This is an optimization exercise on Yosys and OpenROAD, whose aim is small area, a short achievable clock period and few clock cycles, not a production implementation. At most, simulation tests tie the RTL to the original design; equivalence was not proved. The RTL of runs 1 and 2 was laid out without a check of its function. No activity file was given, so power comes from the tool's default toggle rates.

==> flow/design.v, too long to show whole: its modules and the start of the top module <==
// module dwconv_ctrl: 51 lines
// module channel_mac0: 817 lines
// module channel_mac1: 640 lines
// module channel_mac2: 558 lines
// module channel_mac3: 594 lines
// module channel_mac4: 521 lines
// module channel_mac5: 723 lines
// module channel_mac6: 803 lines
// module channel_mac7: 639 lines
// module dw_fa: 10 lines
// module dw_ha: 9 lines
// module requant_relu: 17 lines
// module result_fifo: 16 lines
// module dwconv_top: 39 lines
module dwconv_top (
  input  logic                  clk,
  input  logic                  rstn,
  input  logic                  in_req,
  input  dwconv_pkg::window_t   in_data,
  output logic                  in_ack,
  output logic                  out_req,
  output dwconv_pkg::out_word_t out_data,
  input  logic                  out_ack
);
  // ...
==> flow/run.sh <==
#!/bin/bash
# synth_recipe.tcl (not shown) runs the flow's synth.tcl, then flattens the netlist and writes it again
# the make line also repeats each setting of config.mk as NAME=value (left out here)
make -C /OpenROAD-flow-scripts/flow DESIGN_CONFIG=/design/flow/config.mk WORK_HOME=/design/flow/orfs CLKGATE_MAP_FILE= SYNTH_SCRIPT=/design/flow/synth_recipe.tcl finish
==> flow/config.mk <==
export PLATFORM = sky130hd
export DESIGN_NAME = dwconv_top
export DESIGN_NICKNAME = dwconv_top
export VERILOG_FILES = /design/flow/design.v
export SDC_FILE = /design/flow/constraint.sdc
export NUM_CORES = 4
export LEC_CHECK = 0
export CAP_MARGIN = 20
export CORE_MARGIN = 2
export CORE_UTILIZATION = 40
export SLEW_MARGIN = 20
export SYNTH_HIERARCHICAL = 1
export SYNTH_MINIMUM_KEEP_SIZE = 0
==> flow/constraint.sdc <==
create_clock -name core_clock -period 6.0 [get_ports {clk}]
set_input_delay 1.2000 -clock core_clock [delete_from_list [all_inputs] [get_ports {clk}]]
set_output_delay 1.2000 -clock core_clock [all_outputs]
set_load 0.01 [all_outputs]
==> run notes, run 1 <==
Worst-Skew Late Latency 0.65 ns; # port buffers 629; Yosys warning count 19; min cycle time layout 3.389 ns; combinational logic power 0.0133 W; most frequent standard cell in the layout excluding fill and tap cells sky130_fd_sc_hd__fa_1; number of cells traversed by the worst hold path 0; maximum clock frequency 0.2950 GHz; M2 GR Usage 33.60%; global placement routability congestion 0.9410; static leakage power 25.19 nW; final routed DRC violation total 0; status finished clean; Final Instance Count excl. Fillers 5,775; number of clock buffers inserted by TritonCTS 81; Sink Count 702; maximum buffer depth of the clock tree 3; portion of the layout cell area used by clock cells 5.118%; final hold violation count 0; cell family with the largest share of critical-path delay simple AND/OR/NAND/NOR gates; 1st-pass router iterations 5; setup violation total in the final timing report 0; source of the critical timing path u_mac5.n352_q; r2r startpoint u_mac5.n352_q; flip-flop count of the largest register after layout 56; full die area 115,200 sq um; most utilized layer in the global route result met2; fill count 9,920; Reg with most FFs u_out.q; Flop pwr share 29.2%; arrival time of the worst setup path 3.72 ns; # hold bufs at CTS 0; initial core utilization 40.16%; area of the core 112,000 sq um; routed via count divided by cell count 4.420; delay contributed by the slowest stage of the critical path 0.62 ns; Worst Slack Setup Final 2.611 ns; ANT cells 11; critical path endpoint u_out.q[37]; Critical Path Sink Type register; worst min-delay path class register to register; Top class by area multi-input combinational cells; count of cell instances traversed by the critical path 9
==> run 2, diff against run 1 <==
==> flow/flow/run.sh (new file) <==
#!/bin/bash
# Standard layout (the standard.sh, standard synthesis included), except
# that the input and output port buffers are plain sky130_fd_sc_hd__buf_1
# cells rather than the delay cell that buffer_ports picks by default.
# Every port still gets its own buffer; the resizer may still upsize them.
set -e
export BUFFER_PORTS_ARGS="-buffer_cell sky130_fd_sc_hd__buf_1"
bash standard.sh > standard.log 2>&1
==> flow/standard.sh (new file) <==
#!/bin/bash
# synth_recipe.tcl (not shown) runs the flow's synth.tcl, then flattens the netlist and writes it again
# the make line also repeats each setting of config.mk as NAME=value (left out here)
make -C /OpenROAD-flow-scripts/flow DESIGN_CONFIG=/design/flow/config.mk WORK_HOME=/design/flow/orfs CLKGATE_MAP_FILE= SYNTH_SCRIPT=/design/flow/synth_recipe.tcl "${@:-finish}"
--- a/flow/config.mk
+++ b/flow/config.mk
@@ -7,2 +7,3 @@
 export LEC_CHECK = 0
+export ABC_CLOCK_PERIOD_IN_PS = 2500
 export CAP_MARGIN = 20
removed: flow/run.sh
==> run notes, run 2 <==
status finished clean; share of layout cells above drive strength 1 5.395%; Die X 339.4 microns; static leakage power 23.44 nW (-6.9%); number of max-capacitance violations reported 0; Sink Count 702 (unchanged); fill count 10,400 (+4.9%); Top Registers u_out.q (56), u_ctrl.g_lv.v (2); area of the core 112,000 sq um (unchanged); # port buffers 629 (unchanged); Worst Skew 0.02595 ns; flip-flop count of the largest register after layout 56 (unchanged); area of the multi-input gates 26,810 sq um; final routed DRC violation total 0 (unchanged); global-route wire length before repair 164,500 microns; final global-route overflow total 0; clock share of power 19.9%; summed instance area of the synthesized netlist 45,000 sq um; worst IR drop on VDD 0.2315 mV; clock tree from TritonCTS done; min cycle time layout 3.484 ns (+0.09479 ns); detailed placer's ending HPWL 94,110 microns; P&R area growth vs syn 15.62%; number of buffers inserted to repair setup after CTS 0; final hold violation count 0 (unchanged); DRC violation total after the first TritonRoute iteration 937; Slew @ Worst Pin 0.9853 ns; Worst-path clk slew 0.06 ns; Ports 646; die outline height 339.4 microns; Critical Path Sink Type register; # hold bufs at CTS 0 (unchanged); setup repair after global routing missed its margin no; largest net degree at the start of global routing 59; Net Sw Frac 39.62%; cell row count 123; Worst Slack Setup Final 2.516 ns (-0.09479 ns); leading cell types in the layout, fill and taps excluded sky130_fd_sc_hd__fa_1 (960), sky130_fd_sc_hd__inv_1 (932), sky130_fd_sc_hd__dfxtp_1 (645); most frequent standard cell in the layout excluding fill and tap cells sky130_fd_sc_hd__fa_1; post-synthesis area per instance 12.89 sq um; initial core utilization 40.16% (unchanged); Flop pwr share 29.5% (+0.3 points); full die area 115,200 sq um (unchanged); combinational fraction of design power 50.5%; Setup CP Type register to register; source of the critical timing path u_mac5.n352_q; setup violation total in the final timing report 0 (unchanged); number of clock buffers inserted by TritonCTS 80 (-1.2%); fin crit share 58.07%; maximum clock frequency 0.2870 GHz (-2.7%); global placement routability congestion 0.9510 (+1.1%); setup tns final 0 ns; relative slew slack 34.32%; arrival time of the worst setup path 3.80 ns (+0.08 ns); Reg with most FFs u_out.q; gate count after technology mapping 3,492; Yosys warning count 19 (unchanged); global router's overall resource usage 19.01%; routed via count divided by cell count 4.438 (+0.41%); internal power consumption 0.01558 W; area occupied by registers 14,620 sq um; Final Max Slew Viols 0; count of instances resized after the clock tree is built 0; total length of routed wires 105,600 microns; maximum buffer depth of the clock tree 3 (unchanged); worst min-delay path class register to register; initial antenna violation count 16; Worst Setup Slack post-DPL 2.233 ns; number of routed nets with antenna violations 0; post-detailed-route wirelength per cell 18.30 microns; Power Density 496.0 nW/um^2; net switching power of the design 0.01022 W; crit path max fanout 5; vias in the first global route 29,140; kind of start point of the critical path register; 1st-pass router iterations 4 (-1); Worst-Skew Late Latency 0.64 ns (about the same); H-tree levels 3; r2r startpoint u_mac5.n352_q; master cell of the clock root buffer sky130_fd_sc_hd__clkbuf_16; count of vias placed by the detailed router 25,620; Net count, final 5,977; Hold Crit Start u_mac5.n242_q; required time reported for the critical path endpoint 6.32 ns
==> run 2: area by class of cell <==
cell class                      count  area share (%)
Antenna cell                       10         0.04810
Clock buffer                      102           4.283
Clock inverter                     46           1.150
Inverter                          932           6.724
Multi-Input combinational cell   1851           51.54
Sequential cell                   702           28.10
Tap cell                         1500           3.607
Timing Repair Buffer              630           4.553
==> run 2: layer usage <==
layer  up-vias  wire [microns]  share of wire, %  track usage (%)
met5         -              13             0.012                0
met4         2            2597               2.5            5.808
met3       149            5376               5.1            3.500
met2       616           52660                50            32.38
met1     12940           45000                43            24.67
li1      11920               -                 -                -
==> run 2: critical path: stages (launching register included) <==
cell	delay, ns
sky130_fd_sc_hd__dfxtp_1	0.36
sky130_fd_sc_hd__inv_1	0.05
sky130_fd_sc_hd__ha_1	0.28
sky130_fd_sc_hd__a211oi_1	0.40
sky130_fd_sc_hd__o211ai_2	0.17
sky130_fd_sc_hd__a31oi_2	0.29
sky130_fd_sc_hd__o21ai_0	0.14
sky130_fd_sc_hd__xor2_1	0.19
sky130_fd_sc_hd__or4_4	0.56
sky130_fd_sc_hd__nor4b_2	0.71
==> run 2: power groups by stage <==
stage	Sequential [W]	Combinational, W	Clock (W)
finish	0.00762	0.0130	0.00515
global route	0.00783	0.0153	0.00550
CTS	0.00766	0.0133	0.00530
detailed placement	0.00776	0.0131	0
global placement	0.00771	0.0129	0
floorplan	0.00757	0.00974	0
==> run 2: path summary, 6_finish.rpt <==
path / end / slack, ns / cells past startpoint
min reg2reg: u_mac5.n351_q / 0.32 / 0
min: u_mac5.n351_q / 0.32 / 0
max reg2reg: u_out.q[37] / 2.52 / 9
max: u_out.q[37] / 2.52 / 9
==> run 2: per-stage QoR <==
step           total power [W]  util, %  instance area [sq um]  std cells  hold WS [ns]
6_report               0.02581    46.44                  52030       5773        0.3178
5_1_grt                0.02859    46.43                  52020       5771        0.3231
4_1_cts                0.02627    46.41                  52000       5763        0.3165
3_5_place_dp           0.02090    43.89                  49170       5615        0.3121
3_3_place_gp           0.02063    43.89                  49170       5615        0.3111
2_1_floorplan          0.01731        -                  45020       3499        0.3096
==> module requant_relu, before the edit <==
module requant_relu #(
  parameter int W = 16
) (
  input  logic signed [W-1:0] s,
  output logic [6:0]          q
);
  localparam logic signed [W-1:0] SAT = (96 + 1) << 4;
  always_comb begin
    if (s[W-1]) begin
      q = '0;
    end else if (s >= SAT) begin
      q = 7'(96);
    end else begin
      q = s[10:4];
    end
  end
endmodule
==> run 3, diff against run 2 <==
--- a/flow/design.v
+++ b/flow/design.v
@@ -5384,3 +5384,4 @@
 );
-  localparam logic signed [W-1:0] SAT = (96 + 1) << 4;
+  logic sat;
+  assign sat = (|s[W-2:11]) || (s[10] && s[9] && (|s[8:4]));
   always_comb begin
@@ -5388,3 +5389,3 @@
       q = '0;
-    end else if (s >= SAT) begin
+    end else if (sat) begin
       q = 7'(96);
--- a/flow/config.mk
+++ b/flow/config.mk
@@ -7,3 +7,2 @@
 export LEC_CHECK = 0
-export ABC_CLOCK_PERIOD_IN_PS = 2500
 export CAP_MARGIN = 20
@@ -11,2 +10,3 @@
 export CORE_UTILIZATION = 40
+export SETUP_SLACK_MARGIN = 3.2
 export SLEW_MARGIN = 20
==> run notes, run 3 <==
status finished clean; setup tns final 0 ns (unchanged); worst min-delay path class register to register; Top Registers u_out.q (56), u_ctrl.g_lv.v (2); number of routed nets with antenna violations 0 (unchanged); setup violation total in the final timing report 0 (unchanged); initial core utilization 40.41% (+0.25 points); count of vias placed by the detailed router 25,850 (+0.88%); static leakage power 23.41 nW (-0.13%); most frequent standard cell in the layout excluding fill and tap cells sky130_fd_sc_hd__inv_1; leading cell types in the layout, fill and taps excluded sky130_fd_sc_hd__inv_1 (911), sky130_fd_sc_hd__fa_1 (721), sky130_fd_sc_hd__dfxtp_1 (643); Power Density 490.4 nW/um^2 (-1.1%); kind of start point of the critical path primary input; Net Sw Frac 40.07% (+0.45 points); global router's overall resource usage 19.59% (+0.58 points); fin crit share 46.97% (-11 points); Net count, final 6,002 (+0.42%); DRC violation total after the first TritonRoute iteration 913 (-2.6%); initial antenna violation count 54 (+38); global placement routability congestion 0.9581 (+0.75%); final routed DRC violation total 0 (unchanged); global-route wire length before repair 168,500 microns (+2.4%); crit path max fanout 3 (-2); min cycle time layout 2.818 ns (-0.6662 ns); maximum clock frequency 0.3549 GHz (+24%); area occupied by registers 14,620 sq um (about the same); routed via count divided by cell count 4.473 (+0.78%); r2r startpoint u_mac0.n414_q; H-tree levels 3 (unchanged); Critical Path Sink Type register; # port buffers 629 (unchanged); net switching power of the design 0.01038 W (+1.6%); Sink Count 702 (unchanged); die outline height 338.8 microns (-0.16%); setup repair after global routing missed its margin yes; Die X 338.8 microns (-0.16%); Worst Skew 0.02211 ns (-0.003838 ns); final hold violation count 0 (unchanged); Yosys warning count 19 (unchanged); Flop pwr share 29.4% (about the same); vias in the first global route 29,460 (+1.1%); Hold Crit Start u_mac4.n169_q; summed instance area of the synthesized netlist 44,850 sq um (-0.33%); Reg with most FFs u_out.q; source of the critical timing path in_data[435]; arrival time of the worst setup path 3.33 ns (-0.47 ns); maximum buffer depth of the clock tree 3 (unchanged); total length of routed wires 109,300 microns (+3.4%); Worst Slack Setup Final 3.182 ns (+0.6662 ns); largest net degree at the start of global routing 59 (unchanged); # hold bufs at CTS 0 (unchanged); combinational fraction of design power 51.9% (+1.4 points); Worst-Skew Late Latency 0.63 ns (about the same); Ports 646 (unchanged); share of layout cells above drive strength 1 14.33% (+8.9 points); Worst Setup Slack post-DPL 2.415 ns (+0.1821 ns); P&R area growth vs syn 17.83%; worst IR drop on VDD 0.2475 mV (+6.9%); number of max-capacitance violations reported 0 (unchanged); clock share of power 18.7% (-1.2 points); relative slew slack 32.27% (-2.0 points); required time reported for the critical path endpoint 6.51 ns (+0.19 ns); post-synthesis area per instance 12.78 sq um (-0.84%); area of the multi-input gates 27,600 sq um (+2.9%); detailed placer's ending HPWL 97,380 microns (+3.5%); 1st-pass router iterations 4 (unchanged); flip-flop count of the largest register after layout 56 (unchanged); Worst-path clk slew 0.06 ns (about the same); area of the core 111,000 sq um (-0.95%); number of clock buffers inserted by TritonCTS 79 (-1.3%); Final Instance Count excl. Fillers 5,779 (+0.10%); Slew @ Worst Pin 1.016 ns (+0.03061 ns); fill count 10,090 (-3.0%); full die area 114,800 sq um (-0.33%); final global-route overflow total 0 (unchanged); # placed instances 5,620 (+0.089%); internal power consumption 0.01553 W (-0.33%); Final Max Slew Viols 0 (unchanged); post-detailed-route wirelength per cell 18.91 microns (+3.3%); Setup CP Type primary input to register; cell row count 122 (-0.81%); master cell of the clock root buffer sky130_fd_sc_hd__clkbuf_16; gate count after technology mapping 3,510 (+0.52%); clock tree from TritonCTS done
## run 3: cell types whose count changed in the layout (fill, tap and decap cells not counted), moves of 10 or more
cell,before,now
sky130_fd_sc_hd__a21oi_1,112,102
sky130_fd_sc_hd__inv_1,932,911
sky130_fd_sc_hd__buf_1,629,584
sky130_fd_sc_hd__fa_2,0,239
sky130_fd_sc_hd__buf_2,0,12
sky130_fd_sc_hd__nor4b_2,24,0
sky130_fd_sc_hd__nor3_2,5,32
sky130_fd_sc_hd__ha_1,240,219
sky130_fd_sc_hd__ha_2,0,13
sky130_fd_sc_hd__fa_1,960,721
sky130_fd_sc_hd__inv_2,0,33
sky130_fd_sc_hd__clkbuf_2,0,33
## run 3: area by class of cell
cell class,instances,share of cell area (%)
multi-input combinational,1851,52.23
sequential,702,27.67
inverter,950,6.814
timing repair buffer,638,4.702
clock buffer,104,4.290
tap,1488,3.523
clock inverter,39,0.7411
antenna,7,0.03315
## run 3: path summary, 6_finish.rpt
| path | endpoint | slack, ns | cells after the start |
|---|---|---|---|
| hold / removal | u_mac4.n241_q | 0.32 | 0 |
| setup reg to reg | u_out.q[1] | 3.26 | 11 |
| hold reg to reg | u_mac4.n241_q | 0.32 | 0 |
| setup / recovery | u_mac6.n286_q | 3.18 | 6 |
## run 3: what timing repair did
item,4_1_cts,5_1_grt
resized for setup,29,82
pin swaps,10,35
cloned,0,0
buffers inserted,1,8
endpoints found under the setup margin,47,65
## run 3: layer usage
metal | vias to the layer above | GRT usage, % | routed length, microns
li1 | 11920 | - | -
met1 | 13000 | 24.77 | 45770
met2 | 639 | 32.83 | 52950
met3 | 209 | 5.961 | 7891
met4 | 78 | 4.861 | 2195
met5 | - | 0 | 476
## run 3: power by group through the flow
stage               clock network (W)  logic [W]  registers (W)
finish                        0.00485     0.0134        0.00762
global route                  0.00520     0.0157        0.00782
CTS                           0.00501     0.0133        0.00766
detailed placement                  0     0.0131        0.00775
global placement                    0     0.0129        0.00770
floorplan                           0    0.00963        0.00757
## run 3: through the flow
stage | instance area, sq um | power (W) | hold slack, ns | utilization, %
3_5_place_dp | 49720 | 0.02089 | 0.3121 | 44.80
6_report | 52840 | 0.02591 | 0.3193 | 47.62
2_1_floorplan | 45590 | 0.01720 | 0.3096 | -
4_1_cts | 52490 | 0.02599 | 0.3196 | 47.30
5_1_grt | 52830 | 0.02868 | 0.3260 | 47.61
3_3_place_gp | 49720 | 0.02060 | 0.3105 | 44.80
## run 3: worst max-delay path, cell delays in order
cell	delay [ns]
sky130_fd_sc_hd__buf_1	0.30
sky130_fd_sc_hd__inv_1	0.10
sky130_fd_sc_hd__ha_1	0.33
sky130_fd_sc_hd__fa_1	0.44
sky130_fd_sc_hd__fa_1	0.54
sky130_fd_sc_hd__fa_2	0.42
Testbench counts of run 3, summed over its fixed seeds: cycles 12,800.

==> separate check: timing with driven ports <==
The flow's constraints put no driver on any port. The routed layouts listed below were extracted and timed again, unchanged, in two steps.
Step 1: set_driving_cell puts a clkbuf_16 on clk and a buf_2 on each other input, an assumption about the parent block.
Step 2 times the ports against the registers' clock, not the clock port: input delays grow and output delays shrink by t, the midpoint of the rising clock arrivals with the driver on.
Three values: ideal ports, drivers, drivers and shift; two values: the first two.
run | shift t [ns] | setup WS [ns] | worst setup path after step 2 | worst data-port slew with drivers (ns)
run 1 | 0.708 | 2.611 / 2.611 / 1.953 | input to register | 0.16
run 2 | 0.703 | 2.516 / 2.516 / 2.236 | input to register | 0.17
run 3 | 0.692 | 3.182 / 3.205 / 2.513 | input to register | 0.21
After both steps setup and hold are still met in every run listed. For run 3, which loses most, drivers alone change the setup slack by +0.023 ns; drivers and shift together by -0.669 ns.
